This design comes from an exercise in tuning for small area, a short achievable clock period and few clock cycles per item on the open sky130 flow, not from production work. Only simulation tests tie the RTL to the original design; equivalence was not proved.

== job 1644 ==
Design rv32m_unit, start of the top module:
module rv32m_unit (
    input  logic             clk_i,
    input  logic             arst_n_i,
    input  logic             cmd_valid_i,
    output logic             cmd_ready_o,
    input  logic [2:0]       cmd_op_i,
    input  logic [31:0]      cmd_src1_i,
    input  logic [31:0]      cmd_src2_i,
    input  logic [4:0]       cmd_tag_i,
    output logic             rsp_valid_o,
    input  logic             rsp_ready_i,
    output logic [4:0]       rsp_tag_o,
    output logic [31:0]      rsp_result_o
);
    localparam int NC = 3;
    logic        mul_valid, mul_ready, mul_hi;
    logic [32:0] mul_x;
    logic [16:0] mul_one, mul_two, mul_neg;
    logic [4:0]  mul_tag;
    logic        mul_rsp_valid, mul_rsp_take;
    logic [4:0]  mul_rsp_tag;
    logic [31:0] mul_rsp_result;
    logic [NC-1:0] div_ld, div_free, div_idle_n, div_done_n, div_done, div_take;
    logic [31:0]   div_a, div_b;
  ...
Size in the first run: roughly 6,800 cells after synthesis, ~120 I/O pins, roughly 66,000 µm² of cells after synthesis.
==> flow/config.mk <==
export PLATFORM = sky130hd
export DESIGN_NAME = rv32m_unit
export DESIGN_NICKNAME = rv32m_unit
export VERILOG_FILES = /design/flow/design.v
export SDC_FILE = /design/flow/constraint.sdc
export NUM_CORES = 4
export LEC_CHECK = 0
export CAP_MARGIN = 20
export CORE_MARGIN = 2
export CORE_UTILIZATION = 40
export CTS_BUF_LIST = sky130_fd_sc_hd__clkbuf_4 sky130_fd_sc_hd__clkbuf_8
export PLACE_DENSITY = 0.6
export SETUP_SLACK_MARGIN = 5
export SLEW_MARGIN = 20
==> flow/constraint.sdc <==
create_clock -name core_clock -period 10.0 [get_ports {clk_i}]
set_input_delay 2.0000 -clock core_clock [delete_from_list [all_inputs] [get_ports {clk_i}]]
set_output_delay 2.0000 -clock core_clock [all_outputs]
set_load 0.01 [all_outputs]
standard.sh (not shown) runs the stock make flow with config.mk's settings and CLKGATE_MAP_FILE= SYNTH_SCRIPT=/design/flow/synth_recipe.tcl, a recipe that flattens the netlist after the stock synthesis.
==> flow/flow/run.sh <==
#!/bin/bash
set -euo pipefail
bash standard.sh SETUP_SLACK_MARGIN=5.35 finish > standard_flow.log 2>&1
Testbench counts of job 1644, summed over its fixed seeds: cycles 2,202, items 1,920.
What job 4619 does differently from job 1644 at the input level:
- CTS_BUF_LIST: sky130_fd_sc_hd__clkbuf_4 sky130_fd_sc_hd__clkbuf_8 -> unset
- PLACE_DENSITY: 0.6 -> 0.7
- CORE_UTILIZATION: 40 -> 55
==> flow/run.sh (new file) <==
#!/bin/bash
# synth_recipe.tcl (not shown) runs the flow's synth.tcl, then flattens the netlist and writes it again
# the make line also repeats each setting of config.mk as NAME=value (left out here)
make -C /OpenROAD-flow-scripts/flow DESIGN_CONFIG=/design/flow/config.mk WORK_HOME=/design/flow/orfs CLKGATE_MAP_FILE= SYNTH_SCRIPT=/design/flow/synth_recipe.tcl finish
removed: flow/flow/run.sh
removed: flow/standard.sh
Notes after the runs:
Of job 1644 and job 4619, the run reporting the lower delay contributed by the slowest stage of the critical path was job 4619. Slew at the pin closest to its max-slew limit (job 4619 over job 1644): increase, 97 ps. Fraction of the cycle the final worst path needs of job 4619 is on par with job 1644.
For job 5210, these inputs were changed with respect to job 4619:
- setting CTS_BUF_LIST to sky130_fd_sc_hd__clkbuf_4 sky130_fd_sc_hd__clkbuf_8 for the first time
- changing CORE_UTILIZATION from 55 to 40
- changing PLACE_DENSITY from 0.7 to 0.6
[summary]
Between job 4619 and job 5210, die area is lower for job 4619, job 5210 comes in above that. As far as number of instances in the synthesized netlist goes, job 5210 and job 4619 are indistinguishable; the numbers are identical. Final instance area sits higher in job 5210 than in job 4619. Count of max-cap constraint violations: job 4619 vs job 5210 identical. Final critical-path share of the clock period came out lower on job 5210 than on job 4619.
Changes in job 6786 relative to job 5210:
- CTS_BUF_LIST no longer set, was sky130_fd_sc_hd__clkbuf_4 sky130_fd_sc_hd__clkbuf_8
Findings:
- Job 6786: full flow OK, the timing, design-rule and antenna checks passed
- [compare] base=job 5210 new=job 6786: setup slack decreased 24 ps; critical path depth went down 12; post-layout instance count excluding filler cells fell by 78.

-- separate check: timing with driven ports --
The flow's constraints put no driver on any port. The routed layouts listed below were extracted and timed again, unchanged, in two steps.
Step 1 assumes that a clkbuf_16 drives the clock port and a buf_2 every other input.
Step 2 times the ports against the registers' clock, not the clock port: input delays grow and output delays shrink by t, the midpoint of the rising clock arrivals with the driver on.
a / b / c = no drivers / after step 1 / after step 2; a / b = the first two.
run	t (ns)	setup WS [ns]	worst setup path at the end	worst register clock-pin slew, ns	cell pins on the clock port's net
job 1644	0.958	5.000 / 5.000 / 4.563	input to register	0.07 / 0.07	1
job 4619	0.793	4.993 / 4.993 / 4.504	input to register	0.07 / 0.07	1
job 5210	0.962	5.061 / 5.061 / 4.396	input to register	0.07 / 0.07	1
job 6786	0.792	5.037 / 5.037 / 4.486	input to register	0.07 / 0.07	1
After both steps setup and hold are still met in every run listed. For job 5210, which loses most, drivers alone change the setup slack by 0.000 ns; drivers and shift together by -0.665 ns.
